Context: an optimization exercise on an open-source flow, tuned for small area, a short achievable clock period and few clock cycles per item. The choices shown serve that exercise and are no tape-out recipe. The RTL was checked by simulation tests, not by an equivalence proof against the original design. Power figures rest on the tool's default switching activity, not on a simulated workload.

==> flow/design.v <==
`timescale 1ns / 1ps
`default_nettype none
package tma_pkg;
    localparam int MAX_WINDOW = 64;
    localparam int DATA_W     = 32;
    localparam int CFG_W      = 7;
    localparam int SLOT_W     = $clog2(MAX_WINDOW);
    localparam int CNT_W      = $clog2(MAX_WINDOW + 1);
    localparam int SUM_W      = DATA_W + SLOT_W;
    localparam int ITER_W     = $clog2(SUM_W);
    localparam logic [CFG_W-1:0] WINDOW_RESET = CFG_W'(4);
    typedef struct packed {
        logic cfg_write;
        logic accept;
        logic read_old;
        logic update;
        logic div_load;
        logic div_step;
        logic out_load;
    } t_ctrl_cmd;
    typedef struct packed {
        logic div_last;
    } t_dp_status;
    function automatic logic [CNT_W-1:0] eff_window(input logic [CFG_W-1:0] v);
        logic [CNT_W-1:0] w;
        if (v == '0) begin
            w = CNT_W'(1);
        end else if (int'(v) > MAX_WINDOW) begin
            w = CNT_W'(MAX_WINDOW);
        end else begin
            w = CNT_W'(v);
        end
        eff_window = w;
    endfunction
endpackage
`default_nettype wire
`timescale 1ns / 1ps
`default_nettype none
module trailing_moving_average (
    input  wire logic                              i_clk,
    input  wire logic                              i_rst_n,
    input  wire logic                              i_valid,
    output logic                                   o_stall,
    input  wire logic signed [tma_pkg::DATA_W-1:0] i_sample,
    input  wire logic                              i_first_of_set,
    output logic                                   o_valid,
    input  wire logic                              i_stall,
    output logic signed [tma_pkg::DATA_W-1:0]      o_average,
    input  wire logic                              i_cfg_valid,
    output logic                                   o_cfg_ready,
    input  wire logic [tma_pkg::CFG_W-1:0]         i_cfg_data
);
    localparam int DW    = 32;
    localparam int SW    = 38;
    localparam int LW    = 6;               
    localparam int DIV_S = DW / 2;          
    logic sk_v;     
    logic en;
    logic en_d;
    logic rdy;
    assign o_stall     = sk_v;
    assign o_cfg_ready = rdy;
    logic          v0, c0, f0;
    logic [DW-1:0] d0;
    logic [6:0]    g0;
    always_ff @(posedge i_clk) begin
        if (!i_rst_n) begin
            v0 <= 1'b0;
            c0 <= 1'b0;
        end else if (en) begin
            v0 <= i_valid;
            c0 <= i_cfg_valid;
        end
    end
    always_ff @(posedge i_clk) begin
        if (en) begin
            d0 <= i_sample;
            f0 <= i_first_of_set;
            g0 <= i_cfg_data;
        end
    end
    logic [LW-1:0] wm1;                
    logic [LW:0]   fill;               
    logic [LW:0]   f;
    logic          full;
    logic [LW-1:0] g_m1;
    assign f    = f0 ? '0 : fill;
    assign full = !f0 && (fill > {1'b0, wm1});
    assign g_m1 = (g0 == 7'd0) ? 6'd0 : (g0 >= 7'd64) ? 6'd63 : 6'(g0 - 7'd1);
    always_ff @(posedge i_clk) begin
        if (!i_rst_n) begin
            wm1  <= 6'd3;
            fill <= '0;
        end else if (en) begin
            if (c0) begin
                wm1  <= g_m1;
                fill <= '0;
            end else if (v0) begin
                fill <= f0 ? 7'd1 : full ? fill : fill + 7'd1;
            end
        end
    end
    logic [DW-1:0] so [LW+1];          
    logic [DW-1:0] last;               
    assign so[0] = d0;
    for (genvar i = 0; i < LW; i++) begin : g_seg
        localparam int J = LW - 1 - i;
        localparam int L = 1 << J;
        logic [DW-1:0] e [L];
        always_ff @(posedge i_clk) begin
            if (en && v0) begin
                e[0] <= so[i];
                for (int k = 1; k < L; k++) begin
                    e[k] <= e[k-1];
                end
            end
        end
        assign so[i+1] = wm1[J] ? e[L-1] : so[i];
    end
    always_ff @(posedge i_clk) begin
        if (en && v0) begin
            last <= so[LW];
        end
    end
    logic          v2, clr2;
    logic [DW:0]   dl2;
    logic [LW-1:0] m2;                 
    logic [DW:0]   dl_full;
    assign dl_full = {d0[DW-1], d0} - {last[DW-1], last};
    always_ff @(posedge i_clk) begin
        if (!i_rst_n) begin
            v2 <= 1'b0;
        end else if (en) begin
            v2 <= v0;
        end
    end
    always_ff @(posedge i_clk) begin
        if (en) begin
            dl2  <= full ? dl_full : {d0[DW-1], d0};
            clr2 <= f0 || (fill == '0);
            m2   <= full ? wm1 : f[LW-1:0];
        end
    end
    localparam int HB = 19;            
    localparam int HW = SW - HB;       
    logic          v3, clr3, c3;
    logic [HB-1:0] lo;
    logic [HW-1:0] dh3;
    logic [LW-1:0] m3;
    logic [SW-1:0] dl_x;
    logic [HB:0]   lo_n;
    assign dl_x = {{(SW-DW-1){dl2[DW]}}, dl2};
    assign lo_n = {1'b0, clr2 ? {HB{1'b0}} : lo} + {1'b0, dl_x[HB-1:0]};
    always_ff @(posedge i_clk) begin
        if (!i_rst_n) begin
            v3 <= 1'b0;
        end else if (en) begin
            v3 <= v2;
        end
    end
    always_ff @(posedge i_clk) begin
        if (en) begin
            m3   <= m2;
            clr3 <= clr2;
            dh3  <= dl_x[SW-1:HB];
            c3   <= lo_n[HB];
            if (v2) begin
                lo <= lo_n[HB-1:0];
            end
        end
    end
    logic          v4;
    logic [HW-1:0] hi;
    logic [HB-1:0] lo4;                
    logic [LW-1:0] m4;
    logic [HW:0]   hi_n;
    logic [SW-1:0] sum;
    assign hi_n = {clr3 ? {HW{1'b0}} : hi, 1'b1} + {dh3, c3};
    assign sum  = {hi, lo4};
    always_ff @(posedge i_clk) begin
        if (!i_rst_n) begin
            v4 <= 1'b0;
        end else if (en) begin
            v4 <= v3;
        end
    end
    always_ff @(posedge i_clk) begin
        if (en) begin
            m4  <= m3;
            lo4 <= lo;
            if (v3) begin
                hi <= hi_n[HW:1];
            end
        end
    end
    logic          dv [DIV_S];
    logic [LW:0]   dp [DIV_S];         
    logic [DW-1:0] dx [DIV_S];         
    logic [LW-1:0] dm [DIV_S];
    for (genvar s = 0; s < DIV_S; s++) begin : g_div
        localparam int K = (s == DIV_S - 1) ? 1 : 2;     
        logic          iv;
        logic [LW-1:0] im;
        logic [LW:0]   p [K+1];
        logic [DW-1:0] x [K+1];
        if (s == 0) begin : g_first
            assign iv   = v4;
            assign im   = m4;
            assign p[0] = sum[SW-1:DW-1];
            assign x[0] = {sum[DW-2:0], !sum[SW-1]};
        end else begin : g_next
            assign iv   = dv[s-1];
            assign im   = dm[s-1];
            assign p[0] = dp[s-1];
            assign x[0] = dx[s-1];
        end
        for (genvar k = 0; k < K; k++) begin : g_step
            logic [LW:0] trial, pm, pp;
            assign trial  = {p[k][LW-1:0], x[k][DW-1]};
            assign pm     = trial + {1'b1, ~im};                 
            assign pp     = trial + {1'b0, im} + 7'd1;           
            assign p[k+1] = p[k][LW] ? pp : pm;
            assign x[k+1] = {x[k][DW-2:0], !p[k+1][LW]};
        end
        always_ff @(posedge i_clk) begin
            if (!i_rst_n) begin
                dv[s] <= 1'b0;
            end else if (en_d) begin
                dv[s] <= iv;
            end
        end
        always_ff @(posedge i_clk) begin
            if (en_d) begin
                dp[s] <= p[K];
                dx[s] <= x[K];
                dm[s] <= im;
            end
        end
    end
    logic          vl;
    logic [DW-1:0] res;
    logic          out_v;
    logic [DW-1:0] out_d, sk_d;
    logic          pop, push;
    logic rem_nz;
    assign rem_nz = dp[DIV_S-1][LW] ? (dp[DIV_S-1] != {1'b1, ~dm[DIV_S-1]})
                                    : (dp[DIV_S-1] != '0);
    assign vl     = dv[DIV_S-1];
    assign res    = {~dx[DIV_S-1][DW-1], dx[DIV_S-1][DW-2:0]}
                  + {31'd0, !dx[DIV_S-1][DW-1] && rem_nz};
    assign pop  = out_v && !i_stall;
    assign push = en && vl;
    logic fill_sk;                     
    assign fill_sk = out_v && !pop && push;
    always_ff @(posedge i_clk) begin
        if (!i_rst_n) begin
            out_v <= 1'b0;
            sk_v  <= 1'b0;
            en    <= 1'b1;
            en_d  <= 1'b1;
            rdy   <= 1'b1;
        end else begin
            out_v <= pop ? (sk_v || push) : (out_v || push);
            sk_v  <= sk_v ? !pop : fill_sk;
            en    <= sk_v ? pop : !fill_sk;
            en_d  <= en_d ? !fill_sk : pop;
            rdy   <= rdy ? !fill_sk : pop;
        end
    end
    always_ff @(posedge i_clk) begin
        if (!out_v || !i_stall) begin
            out_d <= en_d ? res : sk_d;
        end
        if (en_d) begin
            sk_d <= res;
        end
    end
    assign o_valid   = out_v;
    assign o_average = out_d;
endmodule
`default_nettype wire
==> flow/run.sh <==
#!/bin/bash
# synth_recipe.tcl (not shown) runs the flow's synth.tcl, then flattens the netlist and writes it again
# the make line also repeats each setting of config.mk as NAME=value (left out here)
make -C /OpenROAD-flow-scripts/flow DESIGN_CONFIG=/design/flow/config.mk WORK_HOME=/design/flow/orfs CLKGATE_MAP_FILE= SYNTH_SCRIPT=/design/flow/synth_recipe.tcl finish
==> flow/config.mk <==
export PLATFORM = sky130hd
export DESIGN_NAME = trailing_moving_average
export DESIGN_NICKNAME = trailing_moving_average
export VERILOG_FILES = /design/flow/design.v
export SDC_FILE = /design/flow/constraint.sdc
export NUM_CORES = 4
export LEC_CHECK = 0
export CAP_MARGIN = 20
export CORE_MARGIN = 2
export CORE_UTILIZATION = 40
export CTS_CLUSTER_DIAMETER = 100
export CTS_CLUSTER_SIZE = 24
export SETUP_SLACK_MARGIN = 5
export SLEW_MARGIN = 20
==> flow/constraint.sdc <==
create_clock -name core_clock -period 8.0 [get_ports {i_clk}]
set_input_delay 1.6000 -clock core_clock [delete_from_list [all_inputs] [get_ports {i_clk}]]
set_output_delay 1.6000 -clock core_clock [all_outputs]
set_load 0.01 [all_outputs]
==> summary.log, run 1 <==
[drt] post-detailed-route via-to-cell ratio 4.80
[run_status] result of the run complete, no violations
[drt] detailed-router iteration count before antenna repair 5
[floorplanning] die width 537 microns
[placed_design] placed wire-length estimate 102000 microns
[sta] number of setup violations in the final report 0
[drt] Antenna Violating Nets Remaining 0
[power] PD cells 281 nW/um^2
[placed_design] post-placement worst setup slack 4.52 ns
[worst_setup_path] arrival time worst endpoint 3.46 ns
[worst_setup_path] reg2reg setup slack 5.05 ns
[worst_setup_path] slowest cell delay on critical path 0.41 ns
[sta] Sum Neg Setup Slack 0 ns
[synthesis] number of flops mapped to enable cells by yosys 2965
[synthesis] asr flop ratio synth 0
[worst_hold_path] worst hold path class flip-flop to flip-flop
[final_layout] count of fill cells added during filler insertion 24000
[sta] Post-Route Hold Slack 0.367 ns
[job] maxcap violations 0
[placed_design] placed instance area 119000 sq um
[worst_setup_path] critical path depth 13
[final_layout] Post-layout nets 6903
[synthesis] Synth Cell Area 114000 sq um
[grt] initial antenna violation count 13
[clock_tree] Clock Sinks 3036
[worst_setup_path] destination of the critical timing path dx[2][0]$_DFFE_PP_
[floorplanning] placement row count 195
[sta] Worst Slack Setup Final 5.05 ns
[grt] GRT Residual Overflow 0
[drt] Vias 48600
[clock_tree] number of buffers on the longest clock path 4
[worst_setup_path] worst path buffer plus inverter count 2
[synthesis] per-instance average area after synthesis 19.0 sq um
[worst_setup_path] worst path cell trace inv_2 -> ha_4 -> inv_1 -> fa_2 -> nor2b_1 -> o21a_1 -> nor3_1 -> nor2_1 -> xnor2_1 -> ha_1 -> o31a_1 -> mux2_4 -> xor2_1
[final_layout] final non-filler cell area 126000 sq um
[grt] via count of the first global-routing pass 47600
[floorplanning] Core Area 282000 sq um
[clock_tree] H-tree Lvls 4
[sta] final max-slew violation count 0
[worst_setup_path] FF-to-FF Start dm[1][0]$_DFFE_PP_
[placed_design] RePlAce Congestion 0.833
[clock_tree] library cell used as clock root buffer sky130_fd_sc_hd__clkbuf_16
[synthesis] top_reg_cell synth sky130_fd_sc_hd__edfxtp_1
[clock_tree] clock slew at the register clock pins of the worst setup and hold paths 0.09 ns
[synthesis] cells after synthesis 5991
[worst_setup_path] Max FO, Critical Path 3
[placed_design] count of input and output buffers 79
[grt] first-pass GRT wire length 265000 microns
[worst_setup_path] Worst Reg-to-Reg Cells 13
[synthesis] register area share after synthesis 0.797
[floorplanning] number of placed I/O pins 80
[synthesis] #FFs+latches synth 3036
[clock_tree] TritonCTS clock tree done
[worst_setup_path] Critical Path Source Type flip-flop
[drt] wire per inst 16.9 microns
[sta] headroom to the max-slew limit 0.210
[sta] Final Hold Viols 0
[power] Peak supply drop 0.177 mV
[grt] overall fraction of global-route tracks in use 0.115
[synthesis] Synth warnings 44
[sta] fin crit share 0.369
[worst_setup_path] element type at the critical path end flip-flop
[sta] highest achievable clock rate 0.339 GHz
[final_layout] layout-stage area growth over the synthesis result 10.6%
[floorplanning] effective utilization at floorplan 0.402
[drt] DRC violations left 0
[sta] setup repair after global routing missed its margin yes
[worst_setup_path] required time at the worst-slack endpoint 8.51 ns
[sta] post-layout minimum cycle time 2.95 ns
[sta] transition time at the pin with the least slew margin 1.18 ns
[floorplanning] Die Footprint 288000 sq um
[worst_setup_path] category of cells accounting for the largest share of critical-path delay adder cells
[worst_setup_path] slowest stage cell, crit path sky130_fd_sc_hd__edfxtp_1
[grt] largest net degree at the start of global routing 214
[worst_setup_path] Critical R2R Capture dx[2][0]$_DFFE_PP_
[floorplanning] die height 537 microns
[final_layout] proportion of layout cells with a drive suffix above 1 0.132
[power] Static Leak 44.4 nW
[worst_setup_path] origin of the worst setup path dm[1][0]$_DFFE_PP_
[worst_setup_path] worst setup path class flip-flop to flip-flop
[clock_tree] number of buffers created by CTS 156
[synthesis] syn nets 6554
[drt] DRC marker count from the first detailed-route iteration 3993
[drt] Total Routed Length 172000 microns
[sta] final setup skew 0.103 ns
[synthesis] library cells used by synthesis 71
[clock_tree] source-to-sink clock delay at the later pin of the worst-skew pair 0.87 ns
## cells by family (layout without fill, tap and decap cells)
kind of cell               Yosys count  in the layout  synth area share
other                                0              3                 0
xor gates and xnor gates           275            275            0.0220
buffers and inverters              425            823            0.0146
and+or+nand+nor                    650            650            0.0271
muxes                              326            326            0.0357
AOI/OAI and AO/OA                  761            761            0.0425
adders and majority gates          518            518            0.0614
DFF                               3036           3036             0.797
## power breakdown
part | switching (W) | total (W) | internal (W) | leakage (nW)
registers | 0.000712 | 0.0203 | 0.0196 | 29.7
logic | 0.00337 | 0.00666 | 0.00330 | 12.6
clock network | 0.00463 | 0.00830 | 0.00367 | 2.07
## synth_stat cells, types with 16 or more instances
cell,number,area [sq um]
sky130_fd_sc_hd__inv_1,345,1290
sky130_fd_sc_hd__mux2i_1,130,1300
sky130_fd_sc_hd__o21ba_2,29,290
sky130_fd_sc_hd__xnor2_1,183,1600
sky130_fd_sc_hd__edfxtp_1,2965,89000
sky130_fd_sc_hd__a21o_1,57,428
sky130_fd_sc_hd__a31oi_1,18,113
sky130_fd_sc_hd__or4_1,16,120
sky130_fd_sc_hd__clkbuf_1,40,150
sky130_fd_sc_hd__dfxtp_1,71,1420
sky130_fd_sc_hd__o21a_1,20,150
sky130_fd_sc_hd__o21ai_0,128,641
sky130_fd_sc_hd__xor2_1,80,701
sky130_fd_sc_hd__mux2_2,52,586
sky130_fd_sc_hd__and3_1,17,106
sky130_fd_sc_hd__nor2b_1,83,519
sky130_fd_sc_hd__buf_1,17,63.8
sky130_fd_sc_hd__nor3_1,22,110
sky130_fd_sc_hd__ha_1,453,5670
sky130_fd_sc_hd__a21oi_1,285,1430
sky130_fd_sc_hd__o21bai_1,115,863
sky130_fd_sc_hd__nand4_1,19,119
sky130_fd_sc_hd__nand2_1,134,503
sky130_fd_sc_hd__o211ai_1,17,128
sky130_fd_sc_hd__nor2_1,255,957
sky130_fd_sc_hd__fa_1,65,1300
sky130_fd_sc_hd__mux2_4,144,2160
sky130_fd_sc_hd__nand3_1,36,180
## worst min-delay path by stage
stage | from | to | slack [ns] | cells past startpoint
after detailed placement | dl2[21]$_DFFE_PP_ | dh3[2]$_DFFE_PP_ | 0.40 | 0
final | g_seg[1].e[2][30]$_DFFE_PP_ | g_seg[1].e[3][30]$_DFFE_PP_ | 0.37 | 0
after global placement | g_seg[2].e[3][10]$_DFFE_PP_ | g_seg[2].e[4][10]$_DFFE_PP_ | 0.40 | 0
after CTS | g_seg[1].e[2][30]$_DFFE_PP_ | g_seg[1].e[3][30]$_DFFE_PP_ | 0.36 | 0
after floorplan | dl2[19]$_DFFE_PP_ | dh3[0]$_DFFE_PP_ | 0.40 | 0
after global routing | g_seg[1].e[2][30]$_DFFE_PP_ | g_seg[1].e[3][30]$_DFFE_PP_ | 0.37 | 0
## cells in the final DEF, fill, tap and decap left out, types with 99 or more instances in the layout
cell                        Yosys  final
sky130_fd_sc_hd__nand2_1      134    132
sky130_fd_sc_hd__o21ai_0      128    106
sky130_fd_sc_hd__a21oi_1      285    258
sky130_fd_sc_hd__mux2i_1      130     99
sky130_fd_sc_hd__xnor2_1      183    176
sky130_fd_sc_hd__edfxtp_1    2965   2965
sky130_fd_sc_hd__buf_4          1    140
sky130_fd_sc_hd__nor2_1       255    255
sky130_fd_sc_hd__mux2_4       144    145
sky130_fd_sc_hd__inv_1        345    308
sky130_fd_sc_hd__clkbuf_16      0    160
sky130_fd_sc_hd__ha_1         453    429
sky130_fd_sc_hd__o21bai_1     115    100
## metrics by stage
step / total power (W) / utilization / cells
after global routing: 0.0371 / 0.445 / 10100
after detailed placement: 0.0264 / 0.422 / 9789
after CTS: 0.0351 / 0.440 / 10100
final: 0.0353 / 0.445 / 10100
after floorplan: 0.0256 / - / 5991
after global placement: 0.0262 / 0.422 / 9789
## cell type report
type | count | area, sq um | share of cell area
antenna | 3 | 7.51 | 0.0000598
clock buffer | 188 | 4020 | 0.0320
clock inverter | 19 | 231 | 0.00184
inverter | 352 | 1330 | 0.0106
multi-input combinational | 2530 | 22400 | 0.178
sequential | 3036 | 90500 | 0.720
tap | 3743 | 4680 | 0.0373
timing repair buffer | 262 | 2470 | 0.0196
timing repair inverter | 2 | 10.0 | 0.0000797
## metal layers
layer | share of wire | routed length (microns) | track usage | vias up
met5 | 0 | 0 | 0 | -
met4 | 0.024 | 4200 | 0.0342 | 0
met3 | 0.034 | 5780 | 0.0158 | 241
met2 | 0.46 | 78600 | 0.179 | 670
met1 | 0.48 | 83100 | 0.169 | 24500
li1 | - | - | - | 23200
## registers in the layout, summed over array words and instances (netlist names), 14 cells and up
signal and flops:
d0 32, dh3 14, dl2 33, dm 96, dp 112, dv 16, dx 512, g_seg.e 2016
hi 19, last 32, lo 19, lo4 19, out_d 32, sk_d 32
## what timing repair did
action	CTS	global route
pin swaps	25	116
gates cloned	4	5
endpoints found under the setup margin	1626	1023
hold buffers	0	0
buffers inserted	60	67
gates resized for setup	209	231
Testbench counts, summed over its fixed seeds: cycles 4,992, items 4,800.
==> inputs of run 2 (changes only) <==
==> flow/flow/run.sh (new file) <==
#!/bin/bash
set -euo pipefail
bash standard.sh SETUP_SLACK_MARGIN=5.15 finish > flow_make.log 2>&1
==> flow/standard.sh (new file) <==
#!/bin/bash
# synth_recipe.tcl (not shown) runs the flow's synth.tcl, then flattens the netlist and writes it again
# the make line also repeats each setting of config.mk as NAME=value (left out here)
make -C /OpenROAD-flow-scripts/flow DESIGN_CONFIG=/design/flow/config.mk WORK_HOME=/design/flow/orfs CLKGATE_MAP_FILE= SYNTH_SCRIPT=/design/flow/synth_recipe.tcl "${@:-finish}"
--- a/flow/config.mk
+++ b/flow/config.mk
@@ -12,3 +12,2 @@
 export CTS_CLUSTER_SIZE = 24
-export SETUP_SLACK_MARGIN = 5
 export SLEW_MARGIN = 20
removed: flow/run.sh
==> run 2 against run 1 <==
Compared with the run above:
- largest cell class unchanged
- critical path type unchanged
- clock-buffer cell count stayed put
- non-clock buffer count is 118 higher
- setup slack worse by 0.070 ns
- clock power hardly changed
- core utilization is 0.84 points higher
==> summary.log, run 2 <==
[sta] highest achievable clock rate 0.331 GHz [-2.3%]
[synthesis] cells after synthesis 5991 [unchanged]
[final_layout] leading cell types in the layout, fill and taps excluded sky130_fd_sc_hd__edfxtp_1 (2965), sky130_fd_sc_hd__ha_1 (394), sky130_fd_sc_hd__inv_1 (287)
[placed_design] RePlAce Congestion 0.833 [unchanged]
[clock_tree] number of hold-repair buffers added at the cts stage 0 [unchanged]
[grt] first-pass GRT wire length 269000 microns [+1.5%]
[grt] via count of the first global-routing pass 48300 [+1.6%]
[synthesis] list of most frequent post-synthesis cells sky130_fd_sc_hd__edfxtp_1 (2965), sky130_fd_sc_hd__ha_1 (453), sky130_fd_sc_hd__inv_1 (345)
[synthesis] syn nets 6554 [unchanged]
[sta] number of setup violations in the final report 0 [unchanged]
[synthesis] library cells used by synthesis 71 [unchanged]
[floorplanning] effective utilization at floorplan 0.402 [unchanged]
[placed_design] count of input and output buffers 79 [unchanged]
[worst_setup_path] worst setup path class flip-flop to flip-flop
[final_layout] proportion of layout cells with a drive suffix above 1 0.179 [+0.0473]
[clock_tree] number of buffers created by CTS 156 [unchanged]
[grt] largest net degree at the start of global routing 195 [-8.9%]
[synthesis] post-synth top area share 0.784 [unchanged]
[sta] Final Hold Viols 0 [unchanged]
[synthesis] top_reg_cell synth sky130_fd_sc_hd__edfxtp_1
[drt] wire per inst 17.0 microns [+0.54%]
[worst_setup_path] Critical Path Source Type flip-flop
[grt] initial antenna violation count 12 [-1]
[worst_setup_path] arrival time worst endpoint 3.53 ns [+0.07 ns]
[clock_tree] clock slew at the register clock pins of the worst setup and hold paths 0.09 ns [about the same]
[sta] headroom to the max-slew limit 0.253 [+0.0426]
[synthesis] register area share after synthesis 0.797 [unchanged]
[floorplanning] Core Area 282000 sq um [unchanged]
[synthesis] Synth Cell Area 114000 sq um [unchanged]
[drt] post-detailed-route via-to-cell ratio 4.81 [+0.23%]
[synthesis] ranking of synthesized cells by area sky130_fd_sc_hd__edfxtp_1 (78%), sky130_fd_sc_hd__ha_1 (5.0%), sky130_fd_sc_hd__mux2_4 (1.9%)
[worst_setup_path] required time at the worst-slack endpoint 8.51 ns [about the same]
[power] Peak supply drop 0.177 mV [about the same]
[synthesis] per-instance average area after synthesis 19.0 sq um [unchanged]
[floorplanning] die height 537 microns [unchanged]
[final_layout] final non-filler cell area 128000 sq um [+1.9%]
[power] Static Leak 45.2 nW [+2.0%]
[sta] setup repair after global routing missed its margin yes
[synthesis] #FFs+latches synth 3036 [unchanged]
[sta] final setup skew 0.106 ns [+0.00307 ns]
[final_layout] largest registers in the final layout g_seg.e: 2016 flops, dx: 512 flops, dp: 112 flops
[floorplanning] die width 537 microns [unchanged]
[placed_design] placed wire-length estimate 102000 microns [unchanged]
[final_layout] most common cell after layout, fill and taps aside sky130_fd_sc_hd__edfxtp_1
[run_status] result of the run complete, no violations
[drt] DRC marker count from the first detailed-route iteration 4157 [+4.1%]
[final_layout] Sequential Area 90500 sq um [about the same]
[drt] Antenna Violating Nets Remaining 0 [unchanged]
[synthesis] library cell occupying the most area in the post-synthesis netlist sky130_fd_sc_hd__edfxtp_1
[drt] DRC violations left 0 [unchanged]
[final_layout] number of flip-flops under the largest register name 2016 [unchanged]
[power] power dissipated by switching net loads 0.00906 W [+4.1%]
[worst_setup_path] element type at the critical path end flip-flop
[final_layout] Post-layout nets 7021 [+1.7%]
[power] portion of total power attributed to sequential cells 0.560 [-0.016]
[clock_tree] H-tree Lvls 4 [unchanged]
[power] fraction of power spent switching nets 0.250 [+0.00309]
[clock_tree] source-to-sink clock delay at the later pin of the worst-skew pair 0.87 ns [about the same]
[final_layout] register bank with the most flops g_seg.e
[drt] Total Routed Length 175000 microns [+1.7%]
[synthesis] asr flop ratio synth 0 [unchanged]
[synthesis] number of flops mapped to enable cells by yosys 2965 [unchanged]
[sta] fin crit share 0.378 [+0.00880]
[placed_design] placed instance area 119000 sq um [unchanged]
[sta] transition time at the pin with the least slew margin 1.12 ns [-0.0639 ns]
[job] maxcap violations 0 [unchanged]
[drt] Vias 49300 [+1.4%]
[worst_hold_path] worst hold path class flip-flop to flip-flop
[floorplanning] placement row count 195 [unchanged]
[power] clock share of power 0.229 [-0.006]
[clock_tree] TritonCTS clock tree done
[power] Internal Pwr Total 0.0272 W [+2.4%]
[sta] Sum Neg Setup Slack 0 ns [unchanged]
[floorplanning] Die Footprint 288000 sq um [unchanged]
[sta] post-layout minimum cycle time 3.02 ns [+0.0704 ns]
[synthesis] leading cell type by number of instances after synthesis sky130_fd_sc_hd__edfxtp_1
[final_layout] final design utilization 0.453 [+0.00838]
[clock_tree] library cell used as clock root buffer sky130_fd_sc_hd__clkbuf_16
[worst_setup_path] Max FO, Critical Path 3 [unchanged]
[power] share of total power in combinational logic 0.211 [+0.022]
[sta] final max-slew violation count 0 [unchanged]
[drt] detailed-router iteration count before antenna repair 7 [+2]
[synthesis] Synth warnings 44 [unchanged]
[placed_design] placed insts 9789 [unchanged]
[grt] overall fraction of global-route tracks in use 0.117 [+0.00183]
[final_layout] post-route insts no fill 10300 [+1.2%]
[floorplanning] number of placed I/O pins 80 [unchanged]
[sta] Worst Slack Setup Final 4.98 ns [-0.0704 ns]
[power] PD cells 283 nW/um^2 [+0.90%]
[final_layout] layout-stage area growth over the synthesis result 12.7%
[clock_tree] Clock Sinks 3036 [unchanged]
[grt] GRT Residual Overflow 0 [unchanged]
[final_layout] count of fill cells added during filler insertion 23800 [-0.79%]
[placed_design] post-placement worst setup slack 4.52 ns [unchanged]
[clock_tree] number of buffers on the longest clock path 4 [unchanged]
[final_layout] total area of multi-input combinational cells 23600 sq um [+5.6%]
## run 2: logic make-up (layout without fill, tap and decap cells)
group	Yosys count	in the layout	synth area share
AOI/OAI and AO/OA	761	761	0.0425
xor gates and xnor gates	275	275	0.0220
adders and majority gates	518	518	0.0614
buffers and inverters	425	941	0.0146
DFF	3036	3036	0.797
muxes	326	326	0.0357
other	0	5	0
and+or+nand+nor	650	650	0.0271
## run 2: per-stage QoR
step	hold WS [ns]	total power (W)
floorplan	0.400	0.0256
global placement	0.400	0.0262
detailed placement	0.405	0.0264
CTS	0.362	0.0356
global route	0.367	0.0381
finish	0.363	0.0362
## run 2: routing by layer
layer	up-vias	wire length, microns	GRT usage
met4	0	4770	0.0342
met2	687	80600	0.183
met3	266	6020	0.0159
met5	-	0	0
li1	23500	-	-
met1	24900	83300	0.170
## run 2: worst max-delay path: stages, from the launching register on
cell and delay (ns):
sky130_fd_sc_hd__edfxtp_1 0.41, sky130_fd_sc_hd__inv_2 0.13, sky130_fd_sc_hd__ha_4 0.15, sky130_fd_sc_hd__inv_2 0.04, sky130_fd_sc_hd__fa_2 0.52, sky130_fd_sc_hd__mux2i_2 0.08, sky130_fd_sc_hd__ha_1 0.31, sky130_fd_sc_hd__buf_4 0.14
sky130_fd_sc_hd__inv_2 0.05, sky130_fd_sc_hd__a21oi_1 0.05, sky130_fd_sc_hd__nor2_1 0.10, sky130_fd_sc_hd__nor2_1 0.07, sky130_fd_sc_hd__o31a_1 0.28, sky130_fd_sc_hd__mux2_4 0.27, sky130_fd_sc_hd__xor2_1 0.16
## run 2: area by class of cell
class,instances,share of cell area
Timing Repair Buffer,380,0.0279
Clock buffer,188,0.0314
Antenna cell,5,0.0000978
Clock inverter,19,0.00181
Timing Repair inverter,2,0.0000782
Sequential cell,3036,0.707
Multi-Input combinational cell,2530,0.185
Inverter,352,0.0104
Tap cell,3743,0.0366
## run 2: final timing paths
| path | startpoint | slack, ns | to | cells after the start |
|---|---|---|---|---|
| setup / recovery | dm[1][0]$_DFFE_PP_ | 4.98 | dx[2][0]$_DFFE_PP_ | 14 |
| hold / removal | g_seg[1].e[2][30]$_DFFE_PP_ | 0.36 | g_seg[1].e[3][30]$_DFFE_PP_ | 0 |
| setup reg to reg | dm[1][0]$_DFFE_PP_ | 4.98 | dx[2][0]$_DFFE_PP_ | 14 |
| hold reg to reg | g_seg[1].e[2][30]$_DFFE_PP_ | 0.36 | g_seg[1].e[3][30]$_DFFE_PP_ | 0 |
## run 2: power by group through the flow
stage	Sequential [W]	Clock [W]	Combinational, W
final	0.0203	0.00830	0.00763
after global routing	0.0205	0.00922	0.00837
after CTS	0.0203	0.00872	0.00655
after detailed placement	0.0207	0	0.00578
after global placement	0.0206	0	0.00561
after floorplan	0.0210	0	0.00464
## run 2: timing repair
action                     4_1_cts  5_1_grt
buffers inserted               135      108
cloned                           8        3
setup endpoints to repair     1705      998
gates resized for setup        367      380
pin swaps                      112      235
==> inputs of run 3 (changes only) <==
--- a/flow/design.v
+++ b/flow/design.v
@@ -217,7 +217,16 @@
         for (genvar k = 0; k < K; k++) begin : g_step
-            logic [LW:0] trial, pm, pp;
-            assign trial  = {p[k][LW-1:0], x[k][DW-1]};
-            assign pm     = trial + {1'b1, ~im};                 
-            assign pp     = trial + {1'b0, im} + 7'd1;           
-            assign p[k+1] = p[k][LW] ? pp : pm;
+            logic [LW:0] trial;
+            assign trial = {p[k][LW-1:0], x[k][DW-1]};
+            if (k == 0) begin : g_one
+                logic          sub;
+                logic [LW+1:0] acc;
+                assign sub    = !p[k][LW];
+                assign acc    = {trial, 1'b1} + {{1'b0, im} ^ {(LW+1){sub}}, !sub};
+                assign p[k+1] = acc[LW+1:1];
+            end else begin : g_two
+                logic [LW:0] pm, pp;
+                assign pm     = trial + {1'b1, ~im};             
+                assign pp     = trial + {1'b0, im} + 7'd1;       
+                assign p[k+1] = p[k][LW] ? pp : pm;
+            end
             assign x[k+1] = {x[k][DW-2:0], !p[k+1][LW]};
==> flow/run.sh (new file) <==
#!/bin/bash
# synth_recipe.tcl (not shown) runs the flow's synth.tcl, then flattens the netlist and writes it again
# the make line also repeats each setting of config.mk as NAME=value (left out here)
make -C /OpenROAD-flow-scripts/flow DESIGN_CONFIG=/design/flow/config.mk WORK_HOME=/design/flow/orfs CLKGATE_MAP_FILE= SYNTH_SCRIPT=/design/flow/synth_recipe.tcl finish
--- a/flow/config.mk
+++ b/flow/config.mk
@@ -12,2 +12,3 @@
 export CTS_CLUSTER_SIZE = 24
+export SETUP_SLACK_MARGIN = 5
 export SLEW_MARGIN = 20
removed: flow/flow/run.sh
removed: flow/standard.sh
==> run 3 against run 2 <==
Compared with the run above:
- critical endpoint is now out_d[29]$_DFFE_PP_
- largest cell class unchanged
- maximum frequency shrank 1.2%
- critical path type unchanged
- worst hold slack lost 0.0085 ns
- flip-flop and latch count is the same
- synthesized cell count shrank 3.9%
==> summary.log, run 3 <==
[sta] highest achievable clock rate 0.327 GHz [-1.2%]
[clock_tree] number of hold-repair buffers added at the cts stage 0 [unchanged]
[sta] setup repair after global routing missed its margin yes
[synthesis] library cell occupying the most area in the post-synthesis netlist sky130_fd_sc_hd__edfxtp_1
[clock_tree] number of buffers on the longest clock path 4 [unchanged]
[worst_setup_path] worst setup path class flip-flop to flip-flop
[grt] largest net degree at the start of global routing 196 [+0.51%]
[synthesis] leading cell type by number of instances after synthesis sky130_fd_sc_hd__edfxtp_1
[synthesis] post-synthesis compound-gate area fraction 0.0335 [-0.00897]
[synthesis] multiplexer area fraction after synthesis 0.0357 [+0.0000372]
[worst_setup_path] arrival time worst endpoint 3.60 ns [+0.07 ns]
[drt] Total Routed Length 168000 microns [-3.8%]
[sta] transition time at the pin with the least slew margin 1.10 ns [-0.0164 ns]
[worst_setup_path] required time at the worst-slack endpoint 8.54 ns [+0.03 ns]
[floorplanning] Core Area 277000 sq um [-1.9%]
[clock_tree] clock slew at the register clock pins of the worst setup and hold paths 0.09 ns [about the same]
[floorplanning] effective utilization at floorplan 0.403 [+0.000957]
[synthesis] Simple-Gate Fraction of Synth Area 0.0254 [-0.00165]
[grt] via count of the first global-routing pass 46700 [-3.3%]
[placed_design] count of input and output buffers 79 [unchanged]
[synthesis] register area share after synthesis 0.810 [+0.0133]
[synthesis] Synth Cell Area 112000 sq um [-1.6%]
[floorplanning] die width 532 microns [-0.82%]
[sta] post-layout minimum cycle time 3.06 ns [+0.0374 ns]
[drt] DRC violations left 0 [unchanged]
[grt] first-pass GRT wire length 259000 microns [-3.9%]
[floorplanning] number of placed I/O pins 80 [unchanged]
[power] PD cells 330 nW/um^2 [+17%]
[clock_tree] H-tree Lvls 4 [unchanged]
[placed_design] RePlAce Congestion 0.798 [-4.2%]
[sta] Sum Neg Setup Slack 0 ns [unchanged]
[final_layout] Post-layout nets 6640 [-5.4%]
[power] Static Leak 44.0 nW [-2.7%]
[synthesis] largest family of logic cells by synthesized area adder cells
[drt] post-detailed-route via-to-cell ratio 4.76 [-1.1%]
[synthesis] list of most frequent post-synthesis cells sky130_fd_sc_hd__edfxtp_1 (2965), sky130_fd_sc_hd__ha_1 (387), sky130_fd_sc_hd__xnor2_1 (320)
[synthesis] arithmetic-cell share of the synthesized area counting full adders, half adders and majority gates 0.0493 [-0.0121]
[worst_setup_path] worst path cell trace xor2_1 -> nand4_1 -> nor4_1 -> nor3_1 -> ha_2 -> nand2_4 -> nor4_4 -> buf_4 -> or3b_4 -> or3_4 -> buf_12 -> nor2_4 -> xnor2_1 -> a21oi_1
[synthesis] asr flop ratio synth 0 [unchanged]
[clock_tree] library cell used as clock root buffer sky130_fd_sc_hd__clkbuf_16
[final_layout] count of fill cells added during filler insertion 23400 [-1.7%]
[grt] GRT Residual Overflow 0 [unchanged]
[sta] final setup skew 0.0967 ns [-0.00924 ns]
[worst_hold_path] worst hold path class flip-flop to flip-flop
[drt] detailed-router iteration count before antenna repair 5 [-2]
[sta] Final Hold Viols 0 [unchanged]
[placed_design] post-placement worst setup slack 4.41 ns [-0.109 ns]
[synthesis] library cells used by synthesis 74 [+4.2%]
[placed_design] placed wire-length estimate 95500 microns [-6.4%]
[worst_setup_path] element type at the critical path end flip-flop
[final_layout] Sequential Area 90500 sq um [about the same]
[synthesis] top_reg_cell synth sky130_fd_sc_hd__edfxtp_1
[floorplanning] placement row count 193 [-1.0%]
[synthesis] cells after synthesis 5760 [-3.9%]
[worst_setup_path] slowest cell delay on critical path 0.40 ns [-0.12 ns]
[sta] headroom to the max-slew limit 0.264 [+0.0109]
[final_layout] proportion of layout cells with a drive suffix above 1 0.158 [-0.0205]
[power] Final Power 0.0413 W [+14%]
[worst_setup_path] Critical Path Source Type flip-flop
[grt] overall fraction of global-route tracks in use 0.113 [-0.00400]
[synthesis] number of flops mapped to enable cells by yosys 2965 [unchanged]
[drt] Vias 47300 [-4.2%]
[final_layout] layout-stage area growth over the synthesis result 12.2%
[placed_design] placed instance area 117000 sq um [-1.6%]
[worst_setup_path] slowest stage cell, crit path sky130_fd_sc_hd__edfxtp_1
[final_layout] final non-filler cell area 125000 sq um [-2.1%]
[final_layout] most common cell after layout, fill and taps aside sky130_fd_sc_hd__edfxtp_1
[drt] wire per inst 16.9 microns [-0.69%]
[synthesis] post-synth top area share 0.797 [+0.0131]
[synthesis] syn nets 6225 [-5.0%]
[clock_tree] source-to-sink clock delay at the later pin of the worst-skew pair 0.88 ns [about the same]
[sta] final max-slew violation count 0 [unchanged]
[final_layout] number of flip-flops under the largest register name 2016 [unchanged]
[drt] Antenna Violating Nets Remaining 0 [unchanged]
[clock_tree] Clock Sinks 3036 [unchanged]
[sta] number of setup violations in the final report 0 [unchanged]
[clock_tree] number of buffers created by CTS 156 [unchanged]
[floorplanning] die height 532 microns [-0.82%]
[floorplanning] Die Footprint 283000 sq um [-1.6%]
[drt] DRC marker count from the first detailed-route iteration 3731 [-10%]
[power] Peak supply drop 0.219 mV [+24%]
[final_layout] total area of multi-input combinational cells 21600 sq um [-8.5%]
[final_layout] register bank with the most flops g_seg.e
[job] maxcap violations 0 [unchanged]
[synthesis] #FFs+latches synth 3036 [unchanged]
[final_layout] largest registers in the final layout g_seg.e: 2016 flops, dx: 512 flops, dp: 112 flops
[grt] initial antenna violation count 5 [-7]
[sta] Worst Slack Setup Final 4.94 ns [-0.0374 ns]
[synthesis] per-instance average area after synthesis 19.4 sq um [+2.3%]
[run_status] result of the run complete, no violations
[synthesis] Synth warnings 44 [unchanged]
[worst_setup_path] Max FO, Critical Path 2 [-1]
[synthesis] ranking of synthesized cells by area sky130_fd_sc_hd__edfxtp_1 (80%), sky130_fd_sc_hd__ha_1 (4.3%), sky130_fd_sc_hd__xnor2_1 (2.5%)
[final_layout] leading cell types in the layout, fill and taps excluded sky130_fd_sc_hd__edfxtp_1 (2965), sky130_fd_sc_hd__ha_1 (346), sky130_fd_sc_hd__inv_1 (271)
[sta] fin crit share 0.382 [+0.00468]
[synthesis] xor and xnor fraction of the mapped netlist area 0.0329 [+0.0109]
[sta] Post-Route Hold Slack 0.354 ns [-0.00854 ns]
[clock_tree] TritonCTS clock tree done
## run 3: worst paths after layout
kind,start,to,slack [ns],cells after the start
min reg2reg,g_seg[1].e[5][31]$_DFFE_PP_,g_seg[1].e[6][31]$_DFFE_PP_,0.35,0
max reg2reg,dm[15][2]$_DFFE_PP_,out_d[29]$_DFFE_PP_,4.94,14
max,dm[15][2]$_DFFE_PP_,out_d[29]$_DFFE_PP_,4.94,14
min,g_seg[1].e[5][31]$_DFFE_PP_,g_seg[1].e[6][31]$_DFFE_PP_,0.35,0
## run 3: final cells by class
| type | instances | share of cell area |
|---|---|---|
| diodes | 3 | 0.0000599 |
| clock buffers | 194 | 0.0328 |
| clock inverters | 14 | 0.00195 |
| inverters | 298 | 0.00896 |
| multi-input cells | 2355 | 0.173 |
| flip-flops and latches | 3036 | 0.722 |
| well taps | 3705 | 0.0370 |
| repair buffers | 327 | 0.0245 |
| repair inverters | 1 | 0.0000399 |
## run 3: repair_timing
| action | CTS | global route |
|---|---|---|
| endpoints found under the hold margin | 0 | 0 |
| pin swaps | 29 | 203 |
| cloned | 4 | 4 |
| setup buffers | 74 | 116 |
| gates resized for setup | 235 | 303 |
| endpoints found under the setup margin | 956 | 329 |
## run 3: cells by family after synthesis
logic type	after synthesis
flops	3036
simple gates	599
compound gates	596
fa+ha+maj	420
xor+xnor	419
buf+inv	369
mux	321
## run 3: routing by layer
metal | up-vias | GRT usage | wire (microns)
li1 | 22400 | - | -
met1 | 24100 | 0.164 | 80400
met2 | 602 | 0.178 | 78100
met3 | 238 | 0.0163 | 5630
met4 | 0 | 0.0300 | 3950
met5 | - | 0 | 0
## run 3: report_power, final
| group | switching, W | internal, W | total, W |
|---|---|---|---|
| Clock | 0.00465 | 0.00374 | 0.00839 |
| Combinational | 0.00608 | 0.00631 | 0.0124 |
| Sequential | 0.000623 | 0.0199 | 0.0206 |
| Total | 0.0114 | 0.0300 | 0.0413 |
## run 3: stage by stage
step | util | instances
3_3_place_gp | 0.423 | 9522
6_report | 0.452 | 9933
2_1_floorplan | - | 5760
5_1_grt | 0.452 | 9933
4_1_cts | 0.443 | 9808
3_5_place_dp | 0.423 | 9522
## run 3: worst max-delay path, delay by kind of cell, from the launching register on
| kind | cells | cell delay [ns] |
|---|---|---|
| xor gates and xnor gates | 2 | 0.30 |
| adders and majority gates | 1 | 0.24 |
| AOI/OAI and AO/OA | 1 | 0.09 |
| and+or+nand+nor | 8 | 1.44 |
| buffers and inverters | 2 | 0.31 |
| DFF | 1 | 0.40 |
Testbench counts of run 3, summed over its fixed seeds: cycles 4,992, items 4,800.
==> inputs of run 4 (changes only) <==
--- a/flow/config.mk
+++ b/flow/config.mk
@@ -11,3 +11,3 @@
 export CTS_CLUSTER_DIAMETER = 100
-export CTS_CLUSTER_SIZE = 24
+export CTS_CLUSTER_SIZE = 27
 export SETUP_SLACK_MARGIN = 5
==> run 4 against run 3 <==
Compared with the run above:
- cell area is 0.25% lower
- clock skew is 0.025 ns lower
- clock power is 3.5% lower
- cell count hardly changed
- maximum frequency is 1.8% lower
- synthesized cell count stayed put
- sequential power hardly changed
- still clean on timing, DRC and antenna
- global-route usage is 0.17 points lower
==> summary.log, run 4 <==
[sta] fin crit share 0.389 [+0.00711]
[synthesis] syn nets 6225 [unchanged]
[synthesis] asr flop ratio synth 0 [unchanged]
[worst_setup_path] required time at the worst-slack endpoint 8.57 ns [+0.03 ns]
[grt] GRT Residual Overflow 0 [unchanged]
[sta] highest achievable clock rate 0.321 GHz [-1.8%]
[drt] Antenna Violating Nets Remaining 0 [unchanged]
[final_layout] leading cell types in the layout, fill and taps excluded sky130_fd_sc_hd__edfxtp_1 (2965), sky130_fd_sc_hd__ha_1 (347), sky130_fd_sc_hd__inv_1 (272)
[grt] initial antenna violation count 3 [-2]
[final_layout] largest registers in the final layout g_seg.e: 2016 flops, dx: 512 flops, dp: 112 flops
[sta] Final Hold Viols 0 [unchanged]
[power] Peak supply drop 0.222 mV [+1.0%]
[clock_tree] number of buffers created by CTS 144 [-7.7%]
[drt] detailed-router iteration count before antenna repair 6 [+1]
[synthesis] leading cell type by number of instances after synthesis sky130_fd_sc_hd__edfxtp_1
[drt] DRC marker count from the first detailed-route iteration 3533 [-5.3%]
[drt] post-detailed-route via-to-cell ratio 4.76 [about the same]
[drt] DRC violations left 0 [unchanged]
[grt] overall fraction of global-route tracks in use 0.111 [-0.00174]
[synthesis] ranking of synthesized cells by area sky130_fd_sc_hd__edfxtp_1 (80%), sky130_fd_sc_hd__ha_1 (4.3%), sky130_fd_sc_hd__xnor2_1 (2.5%)
[worst_setup_path] Critical Path Source Type flip-flop
[sta] headroom to the max-slew limit 0.264 [about the same]
[drt] wire per inst 16.7 microns [-1.3%]
[clock_tree] number of buffers on the longest clock path 4 [unchanged]
[worst_setup_path] arrival time worst endpoint 3.69 ns [+0.09 ns]
[sta] post-layout minimum cycle time 3.12 ns [+0.0569 ns]
[worst_setup_path] slowest stage cell, crit path sky130_fd_sc_hd__edfxtp_1
[synthesis] library cell occupying the most area in the post-synthesis netlist sky130_fd_sc_hd__edfxtp_1
[worst_setup_path] Critical R2R Capture dl2[31]$_DFFE_PP_
[final_layout] register bank with the most flops g_seg.e
[sta] Sum Neg Setup Slack 0 ns [unchanged]
[final_layout] final non-filler cell area 125000 sq um [-0.25%]
[worst_setup_path] FF-to-FF Start d0[1]$_DFFE_PP_
[clock_tree] TritonCTS clock tree done
[grt] first-pass GRT wire length 256000 microns [-1.2%]
[sta] transition time at the pin with the least slew margin 1.10 ns [-0.0000612 ns]
[final_layout] most common cell after layout, fill and taps aside sky130_fd_sc_hd__edfxtp_1
[floorplanning] effective utilization at floorplan 0.403 [unchanged]
[synthesis] register area share after synthesis 0.810 [unchanged]
[grt] largest net degree at the start of global routing 196 [unchanged]
[final_layout] proportion of layout cells with a drive suffix above 1 0.159 [+0.000339]
[worst_setup_path] category of cells accounting for the largest share of critical-path delay compound AO/OA/AOI/OAI gates
[worst_hold_path] worst hold path class flip-flop to flip-flop
[worst_setup_path] worst path cell trace ha_1 -> nor2b_4 -> o31a_1 -> o21a_1 -> o311a_1 -> o211ai_1 -> a21oi_2 -> o211a_1 -> a211o_1
[floorplanning] Core Area 277000 sq um [unchanged]
[synthesis] Synth Cell Area 112000 sq um [unchanged]
[clock_tree] source-to-sink clock delay at the later pin of the worst-skew pair 0.86 ns [-0.02 ns]
[worst_setup_path] Worst Reg-to-Reg Cells 9 [-5]
[sta] setup repair after global routing missed its margin yes
[sta] number of setup violations in the final report 0 [unchanged]
[worst_hold_path] hold endpoint g_seg[0].e[27][9]$_DFFE_PP_
[floorplanning] number of placed I/O pins 80 [unchanged]
[grt] via count of the first global-routing pass 46500 [-0.52%]
[drt] Total Routed Length 166000 microns [-1.3%]
[clock_tree] Clock Sinks 3036 [unchanged]
[worst_hold_path] hold-critical path depth 0 [unchanged]
[synthesis] Synth warnings 44 [unchanged]
[final_layout] number of flip-flops under the largest register name 2016 [unchanged]
[drt] Vias 47200 [-0.038%]
[placed_design] placed wire-length estimate 95500 microns [unchanged]
[placed_design] placed instance area 117000 sq um [unchanged]
[placed_design] RePlAce Congestion 0.798 [unchanged]
[worst_setup_path] Max FO, Critical Path 4 [+2]
[synthesis] library cells used by synthesis 74 [unchanged]
[placed_design] count of input and output buffers 79 [unchanged]
[sta] final setup skew 0.0718 ns [-0.0249 ns]
[worst_setup_path] origin of the worst setup path d0[1]$_DFFE_PP_
[floorplanning] die width 532 microns [unchanged]
[clock_tree] H-tree Lvls 4 [unchanged]
[worst_setup_path] worst path buffer plus inverter count 0 [-2]
[worst_setup_path] reg2reg setup slack 4.88 ns [-0.06 ns]
[worst_setup_path] slowest cell delay on critical path 0.45 ns [+0.05 ns]
[power] Static Leak 43.8 nW [-0.40%]
[synthesis] post-synth top area share 0.797 [unchanged]
[synthesis] cells after synthesis 5760 [unchanged]
[worst_setup_path] worst setup path class flip-flop to flip-flop
[clock_tree] clock slew at the register clock pins of the worst setup and hold paths 0.10 ns [about the same]
[synthesis] list of most frequent post-synthesis cells sky130_fd_sc_hd__edfxtp_1 (2965), sky130_fd_sc_hd__ha_1 (387), sky130_fd_sc_hd__xnor2_1 (320)
[synthesis] top_reg_cell synth sky130_fd_sc_hd__edfxtp_1
[worst_hold_path] Hold Startpoint g_seg[0].e[26][9]$_DFFE_PP_
[sta] final max-slew violation count 0 [unchanged]
[final_layout] layout-stage area growth over the synthesis result 11.9%
[power] PD cells 329 nW/um^2 [-0.30%]
[run_status] result of the run complete, no violations
[clock_tree] library cell used as clock root buffer sky130_fd_sc_hd__clkbuf_16
[synthesis] number of flops mapped to enable cells by yosys 2965 [unchanged]
[floorplanning] Die Footprint 283000 sq um [unchanged]
[worst_setup_path] element type at the critical path end flip-flop
[final_layout] Post-layout nets 6627 [-0.20%]
[job] maxcap violations 0 [unchanged]
[synthesis] per-instance average area after synthesis 19.4 sq um [unchanged]
[floorplanning] placement row count 193 [unchanged]
[floorplanning] die height 532 microns [unchanged]
[synthesis] #FFs+latches synth 3036 [unchanged]
-- run 4: cell counts after synthesis --
Identical to the previous run, type by type.
-- run 4: per-layer routing --
layer	global-route usage	wire, microns
met3	0.0151	4980
met4	0.0306	3900
met5	0	0
met2	0.175	77200
met1	0.162	79800
-- run 4: power by group --
part / total, W / switching [W] / internal (W) / leakage (nW)
combinational: 0.0124 / 0.00609 / 0.00636 / 12.2
sequential: 0.0206 / 0.000637 / 0.0199 / 29.7
clock: 0.00810 / 0.00463 / 0.00346 / 1.97
total: 0.0411 / 0.0114 / 0.0298 / 43.8
-- run 4: cell families (layout without fill, tap and decap cells) --
kind of cell,count (synthesis),after routing,synth area share
DFF,3036,3036,0.810
and+or+nand+nor,599,599,0.0254
AOI/OAI and AO/OA,596,596,0.0335
adders and majority gates,420,420,0.0493
xor gates and xnor gates,419,419,0.0329
buffers and inverters,369,827,0.0131
muxes,321,321,0.0357
other,0,4,0
-- run 4: timing repair --
action	4_1_cts	5_1_grt
hold buffers	0	0
pin swaps	13	212
endpoints found under the setup margin	954	753
gates cloned	1	6
gates resized for setup	217	331
setup buffers	68	122
-- run 4: how the worst max path moves through the flow --
stage                              endpoint  depth (start not counted)  slack, ns
2_1_floorplan          fill[2]$_SDFFE_PN0P_                          6     -25.46
3_3_place_gp               hi[18]$_DFFE_PP_                         11       4.48
3_5_place_dp              dl2[28]$_DFFE_PP_                         11       4.41
4_1_cts        g_seg[1].e[15][11]$_DFFE_PP_                          4       4.88
5_1_grt                 out_d[30]$_DFFE_PP_                         14       4.79
6_report                  dl2[31]$_DFFE_PP_                          9       4.88
-- run 4: worst reg2reg max path, stage by stage (launching register included) --
cell and delay (ns):
sky130_fd_sc_hd__edfxtp_1 0.45, sky130_fd_sc_hd__ha_1 0.33, sky130_fd_sc_hd__nor2b_4 0.13, sky130_fd_sc_hd__o31a_1 0.33, sky130_fd_sc_hd__o21a_1 0.24, sky130_fd_sc_hd__o311a_1 0.35, sky130_fd_sc_hd__o211ai_1 0.32, sky130_fd_sc_hd__a21oi_2 0.16
sky130_fd_sc_hd__o211a_1 0.23, sky130_fd_sc_hd__a211o_1 0.28
-- run 4: area by class of cell --
type                       count  area (sq um)
fill                       23400        152000
sequential                  3036         90500
multi-input combinational   2355         21700
tap                         3705          4640
clock buffer                 182          3830
timing repair buffer         326          2970
inverter                     298          1120
clock inverter                20           236
antenna                        4          10.0
timing repair inverter         1          5.00
-- run 4: metrics by stage --
stage | cells | power (W) | utilization | worst slack, ns | hold slack [ns]
2_1_floorplan | 5760 | 0.0294 | - | -25.46 | 0.400
3_3_place_gp | 9522 | 0.0305 | 0.423 | 4.48 | 0.400
3_5_place_dp | 9522 | 0.0308 | 0.423 | 4.41 | 0.405
4_1_cts | 9793 | 0.0395 | 0.441 | 4.88 | 0.389
5_1_grt | 9926 | 0.0435 | 0.451 | 4.79 | 0.397
6_report | 9927 | 0.0411 | 0.451 | 4.88 | 0.386
==> inputs of run 5 (changes only) <==
--- a/flow/design.v
+++ b/flow/design.v
@@ -199,2 +199,5 @@
     logic [LW-1:0] dm [DIV_S];
+    logic [LW:0]   p_last;             
+    logic [DW-1:0] x_last;
+    logic [LW-1:0] m_last;
     for (genvar s = 0; s < DIV_S; s++) begin : g_div
@@ -217,16 +220,7 @@
         for (genvar k = 0; k < K; k++) begin : g_step
-            logic [LW:0] trial;
-            assign trial = {p[k][LW-1:0], x[k][DW-1]};
-            if (k == 0) begin : g_one
-                logic          sub;
-                logic [LW+1:0] acc;
-                assign sub    = !p[k][LW];
-                assign acc    = {trial, 1'b1} + {{1'b0, im} ^ {(LW+1){sub}}, !sub};
-                assign p[k+1] = acc[LW+1:1];
-            end else begin : g_two
-                logic [LW:0] pm, pp;
-                assign pm     = trial + {1'b1, ~im};             
-                assign pp     = trial + {1'b0, im} + 7'd1;       
-                assign p[k+1] = p[k][LW] ? pp : pm;
-            end
+            logic [LW:0] trial, pm, pp;
+            assign trial  = {p[k][LW-1:0], x[k][DW-1]};
+            assign pm     = trial + {1'b1, ~im};                 
+            assign pp     = trial + {1'b0, im} + 7'd1;           
+            assign p[k+1] = p[k][LW] ? pp : pm;
             assign x[k+1] = {x[k][DW-2:0], !p[k+1][LW]};
@@ -240,2 +234,7 @@
         end
+        if (s == DIV_S - 1) begin : g_last
+            assign p_last = p[K];
+            assign x_last = x[K];
+            assign m_last = im;
+        end
         always_ff @(posedge i_clk) begin
@@ -248,2 +247,10 @@
     end
+    logic          inc_n, inc;
+    assign inc_n  = !x_last[DW-1]
+                    && (p_last[LW] ? (p_last != {1'b1, ~m_last}) : (p_last != '0));
+    always_ff @(posedge i_clk) begin
+        if (en_d) begin
+            inc <= inc_n;
+        end
+    end
     logic          vl;
@@ -253,8 +260,4 @@
     logic          pop, push;
-    logic rem_nz;
-    assign rem_nz = dp[DIV_S-1][LW] ? (dp[DIV_S-1] != {1'b1, ~dm[DIV_S-1]})
-                                    : (dp[DIV_S-1] != '0);
     assign vl     = dv[DIV_S-1];
-    assign res    = {~dx[DIV_S-1][DW-1], dx[DIV_S-1][DW-2:0]}
-                  + {31'd0, !dx[DIV_S-1][DW-1] && rem_nz};
+    assign res    = {~dx[DIV_S-1][DW-1], dx[DIV_S-1][DW-2:0]} + {31'd0, inc};
     assign pop  = out_v && !i_stall;
--- a/flow/config.mk
+++ b/flow/config.mk
@@ -11,3 +11,3 @@
 export CTS_CLUSTER_DIAMETER = 100
-export CTS_CLUSTER_SIZE = 27
+export CTS_CLUSTER_SIZE = 24
 export SETUP_SLACK_MARGIN = 5
==> run 5 against run 4 <==
Compared with the run above:
- setup slack improved by 0.026 ns
- clock-buffer cell count increased by 21
- sequential share of layout area decreased by 1.0 points
- clock power increased by 6.7%
- first-iteration DRC count increased by 6.7%
==> summary.log, run 5 <==
[worst_setup_path] arrival time worst endpoint 3.65 ns [-0.04 ns]
[final_layout] number of flip-flops under the largest register name 2016 [unchanged]
[final_layout] Post-layout nets 6987 [+5.4%]
[power] Peak supply drop 0.175 mV [-21%]
[job] maxcap violations 0 [unchanged]
[clock_tree] source-to-sink clock delay at the later pin of the worst-skew pair 0.86 ns [about the same]
[sta] final max-slew violation count 0 [unchanged]
[clock_tree] Clock Sinks 3024 [-0.40%]
[sta] Final Hold Viols 0 [unchanged]
[synthesis] syn nets 6539 [+5.0%]
[drt] detailed-router iteration count before antenna repair 5 [-1]
[drt] DRC violations left 0 [unchanged]
[drt] Total Routed Length 171000 microns [+3.3%]
[sta] setup repair after global routing missed its margin yes
[sta] Sum Neg Setup Slack 0 ns [unchanged]
[floorplanning] placement row count 194 [+0.52%]
[final_layout] Sequential Area 90100 sq um [-0.40%]
[worst_setup_path] Critical Path Source Type flip-flop
[sta] headroom to the max-slew limit 0.294 [+0.0301]
[worst_setup_path] required time at the worst-slack endpoint 8.56 ns [about the same]
[synthesis] top_reg_cell synth sky130_fd_sc_hd__edfxtp_1
[clock_tree] number of buffers on the longest clock path 4 [unchanged]
[synthesis] leading cell type by number of instances after synthesis sky130_fd_sc_hd__edfxtp_1
[clock_tree] H-tree Lvls 4 [unchanged]
[grt] overall fraction of global-route tracks in use 0.116 [+0.00448]
[synthesis] Synth warnings 44 [unchanged]
[placed_design] post-placement worst setup slack 4.21 ns [-0.205 ns]
[clock_tree] number of buffers created by CTS 160 [+11%]
[sta] highest achievable clock rate 0.324 GHz [+0.84%]
[synthesis] post-synth top area share 0.786 [-0.0115]
[drt] Vias 48300 [+2.3%]
[final_layout] largest registers in the final layout g_seg.e: 2016 flops, dx: 512 flops, dp: 105 flops
[sta] post-layout minimum cycle time 3.09 ns [-0.0261 ns]
[worst_setup_path] worst setup path class flip-flop to flip-flop
[final_layout] final non-filler cell area 126000 sq um [+1.0%]
[synthesis] cells after synthesis 5976 [+3.8%]
[grt] via count of the first global-routing pass 47300 [+1.8%]
[sta] final setup skew 0.0647 ns [-0.00711 ns]
[clock_tree] library cell used as clock root buffer sky130_fd_sc_hd__clkbuf_16
[placed_design] placed instance area 118000 sq um [+0.99%]
[grt] first-pass GRT wire length 265000 microns [+3.6%]
[floorplanning] Core Area 280000 sq um [+1.0%]
[drt] Antenna Violating Nets Remaining 0 [unchanged]
[drt] post-detailed-route via-to-cell ratio 4.73 [-0.63%]
[placed_design] count of input and output buffers 79 [unchanged]
[sta] Post-Route Hold Slack 0.381 ns [-0.00503 ns]
[floorplanning] effective utilization at floorplan 0.403 [about the same]
[floorplanning] number of placed I/O pins 80 [unchanged]
[grt] initial antenna violation count 5 [+2]
[final_layout] count of fill cells added during filler insertion 23700 [+1.2%]
[drt] wire per inst 16.8 microns [+0.32%]
[sta] transition time at the pin with the least slew margin 1.06 ns [-0.0451 ns]
[synthesis] list of most frequent post-synthesis cells sky130_fd_sc_hd__edfxtp_1 (2953), sky130_fd_sc_hd__ha_1 (453), sky130_fd_sc_hd__nor2_1 (383)
[synthesis] per-instance average area after synthesis 18.9 sq um [-2.6%]
[clock_tree] number of hold-repair buffers added at the cts stage 0 [unchanged]
[synthesis] ranking of synthesized cells by area sky130_fd_sc_hd__edfxtp_1 (79%), sky130_fd_sc_hd__ha_1 (5.0%), sky130_fd_sc_hd__mux2_4 (1.9%)
[synthesis] library cells used by synthesis 69 [-6.8%]
[worst_setup_path] element type at the critical path end flip-flop
[synthesis] number of flops mapped to enable cells by yosys 2953 [-0.40%]
[final_layout] most common cell after layout, fill and taps aside sky130_fd_sc_hd__edfxtp_1
[grt] largest net degree at the start of global routing 213 [+8.7%]
[final_layout] proportion of layout cells with a drive suffix above 1 0.157 [-0.00144]
[power] Static Leak 45.2 nW [+3.2%]
[synthesis] Synth Cell Area 113000 sq um [+1.0%]
[worst_hold_path] worst hold path class flip-flop to flip-flop
[synthesis] asr flop ratio synth 0 [unchanged]
[synthesis] library cell occupying the most area in the post-synthesis netlist sky130_fd_sc_hd__edfxtp_1
[run_status] result of the run complete, no violations
[floorplanning] die height 535 microns [+0.52%]
[final_layout] final design utilization 0.451 [about the same]
[grt] GRT Residual Overflow 0 [unchanged]
[sta] Worst Slack Setup Final 4.91 ns [+0.0261 ns]
[final_layout] layout-stage area growth over the synthesis result 11.9% [about the same]
[drt] DRC marker count from the first detailed-route iteration 3770 [+6.7%]
[floorplanning] Die Footprint 286000 sq um [+1.0%]
[clock_tree] clock slew at the register clock pins of the worst setup and hold paths 0.09 ns [about the same]
[placed_design] RePlAce Congestion 0.789 [-1.1%]
[sta] number of setup violations in the final report 0 [unchanged]
[final_layout] register bank with the most flops g_seg.e
[power] PD cells 282 nW/um^2 [-14%]
[placed_design] placed wire-length estimate 99300 microns [+3.9%]
[clock_tree] TritonCTS clock tree done
[final_layout] leading cell types in the layout, fill and taps excluded sky130_fd_sc_hd__edfxtp_1 (2953), sky130_fd_sc_hd__ha_1 (402), sky130_fd_sc_hd__nor2_1 (362)
[synthesis] #FFs+latches synth 3024 [-0.40%]
[synthesis] register area share after synthesis 0.799 [-0.0116]
[sta] fin crit share 0.386 [-0.00326]
[final_layout] total area of multi-input combinational cells 22500 sq um [+3.8%]
[floorplanning] die width 535 microns [+0.52%]
[worst_setup_path] Max FO, Critical Path 4 [unchanged]
==> run 5: changes by cell type after synthesis, moves of 15 or more <==
cell,previous run,this run
sky130_fd_sc_hd__a21o_1,58,143
sky130_fd_sc_hd__fa_1,33,65
sky130_fd_sc_hd__a31oi_1,19,4
sky130_fd_sc_hd__mux2i_1,126,105
sky130_fd_sc_hd__nor2_1,222,383
sky130_fd_sc_hd__xnor2_1,320,152
sky130_fd_sc_hd__xor2_1,99,120
sky130_fd_sc_hd__o21ai_0,76,120
sky130_fd_sc_hd__inv_1,293,346
sky130_fd_sc_hd__nand2_1,141,111
sky130_fd_sc_hd__ha_1,387,453
sky130_fd_sc_hd__mux2_2,54,71
==> run 5: area by class of cell <==
cell class	instances	area share
timing repair buffer	351	0.0236
antenna	4	0.0000793
inverter	354	0.0106
multi-input combinational	2533	0.178
tap	3724	0.0369
clock buffer	203	0.0338
sequential	3024	0.714
clock inverter	26	0.00281
==> run 5: what timing repair did <==
action	CTS	global route
endpoints found under the setup margin	277	433
buffers inserted	119	114
gates resized for setup	221	299
pin swaps	59	257
cloned	0	1
==> run 5: critical path: stages, from the launching register on <==
cell	delay, ns
sky130_fd_sc_hd__edfxtp_1	0.54
sky130_fd_sc_hd__inv_2	0.10
sky130_fd_sc_hd__ha_4	0.17
sky130_fd_sc_hd__fa_2	0.34
sky130_fd_sc_hd__nand2b_4	0.15
sky130_fd_sc_hd__a211o_1	0.27
sky130_fd_sc_hd__a21o_1	0.27
sky130_fd_sc_hd__a21oi_4	0.20
sky130_fd_sc_hd__a21o_1	0.20
sky130_fd_sc_hd__a21oi_4	0.09
sky130_fd_sc_hd__nand4b_1	0.20
sky130_fd_sc_hd__a41oi_2	0.20
sky130_fd_sc_hd__o21ai_1	0.07
==> run 5: kinds of logic (layout without fill, tap and decap cells) <==
logic type / count (synthesis) / count (layout) / share of synthesized area
compound gates: 723 / 723 / 0.0404
xor+xnor: 282 / 282 / 0.0226
fa+ha+maj: 518 / 518 / 0.0618
buf+inv: 419 / 934 / 0.0144
flops: 3024 / 3024 / 0.799
mux: 318 / 318 / 0.0353
other cells: 0 / 4 / 0
simple gates: 692 / 692 / 0.0270
==> run 5: where the power goes <==
part / switching (W) / internal (W) / leakage [nW]
clock: 0.00474 / 0.00390 / 2.23
combinational: 0.00344 / 0.00337 / 13.4
sequential: 0.000733 / 0.0195 / 29.5
==> run 5: worst paths after layout <==
kind / startpoint / slack, ns / endpoint / cells past startpoint
setup / recovery: d0[0]$_DFFE_PP_ / 4.91 / dl2[32]$_DFFE_PP_ / 12
hold / removal: g_seg[1].e[11][6]$_DFFE_PP_ / 0.38 / g_seg[1].e[12][6]$_DFFE_PP_ / 0
setup reg to reg: d0[0]$_DFFE_PP_ / 4.91 / dl2[32]$_DFFE_PP_ / 12
hold reg to reg: g_seg[1].e[11][6]$_DFFE_PP_ / 0.38 / g_seg[1].e[12][6]$_DFFE_PP_ / 0
==> run 5: per-stage QoR <==
stage	power, W	instances
detailed placement	0.0262	9750
finish	0.0357	10200
floorplan	0.0254	5976
CTS	0.0354	10100
global route	0.0376	10200
global placement	0.0260	9750
==> run 5: metal layers <==
layer  part of all wire  GRT usage
met2               0.45      0.177
met1               0.49      0.172
met5                  0          0
met3              0.037     0.0187
met4              0.022     0.0300
Testbench counts of run 5, summed over its fixed seeds: cycles 4,992, items 4,800.

==> separate check: timing with driven ports <==
How much do the figures lean on ideal ports? The routed layouts below were timed once more, with nothing changed but the port constraints.
Step 1 (the two cells are an assumption about what drives the block):
set clk [get_ports {i_clk}]
set_driving_cell -lib_cell sky130_fd_sc_hd__clkbuf_16 $clk
set_driving_cell -lib_cell sky130_fd_sc_hd__buf_2 [delete_from_list [all_inputs] $clk]
Step 2, shift: input delay + t, output delay - t, t = (earliest + latest rising clock arrival at the registers) / 2. This alone moves slack from input paths to output paths.
Three values: ideal, step 1, step 2; two values: the first two.
run | t (ns) | setup slack, ns | worst setup path after step 2
run 1 | 0.911 | 5.049 / 4.959 / 4.585 | input to register
run 2 | 0.914 | 4.978 / 4.914 / 4.550 | input to register
run 3 | 0.921 | 4.941 / 4.941 / 4.726 | input to register
run 4 | 0.909 | 4.884 / 4.884 / 4.731 | input to register
run 5 | 0.897 | 4.910 / 4.910 / 4.712 | input to register
After both steps every run listed still meets setup and hold. The setup slack of run 1, which loses most, moves by -0.090 ns with the drivers and by -0.464 ns with both steps.
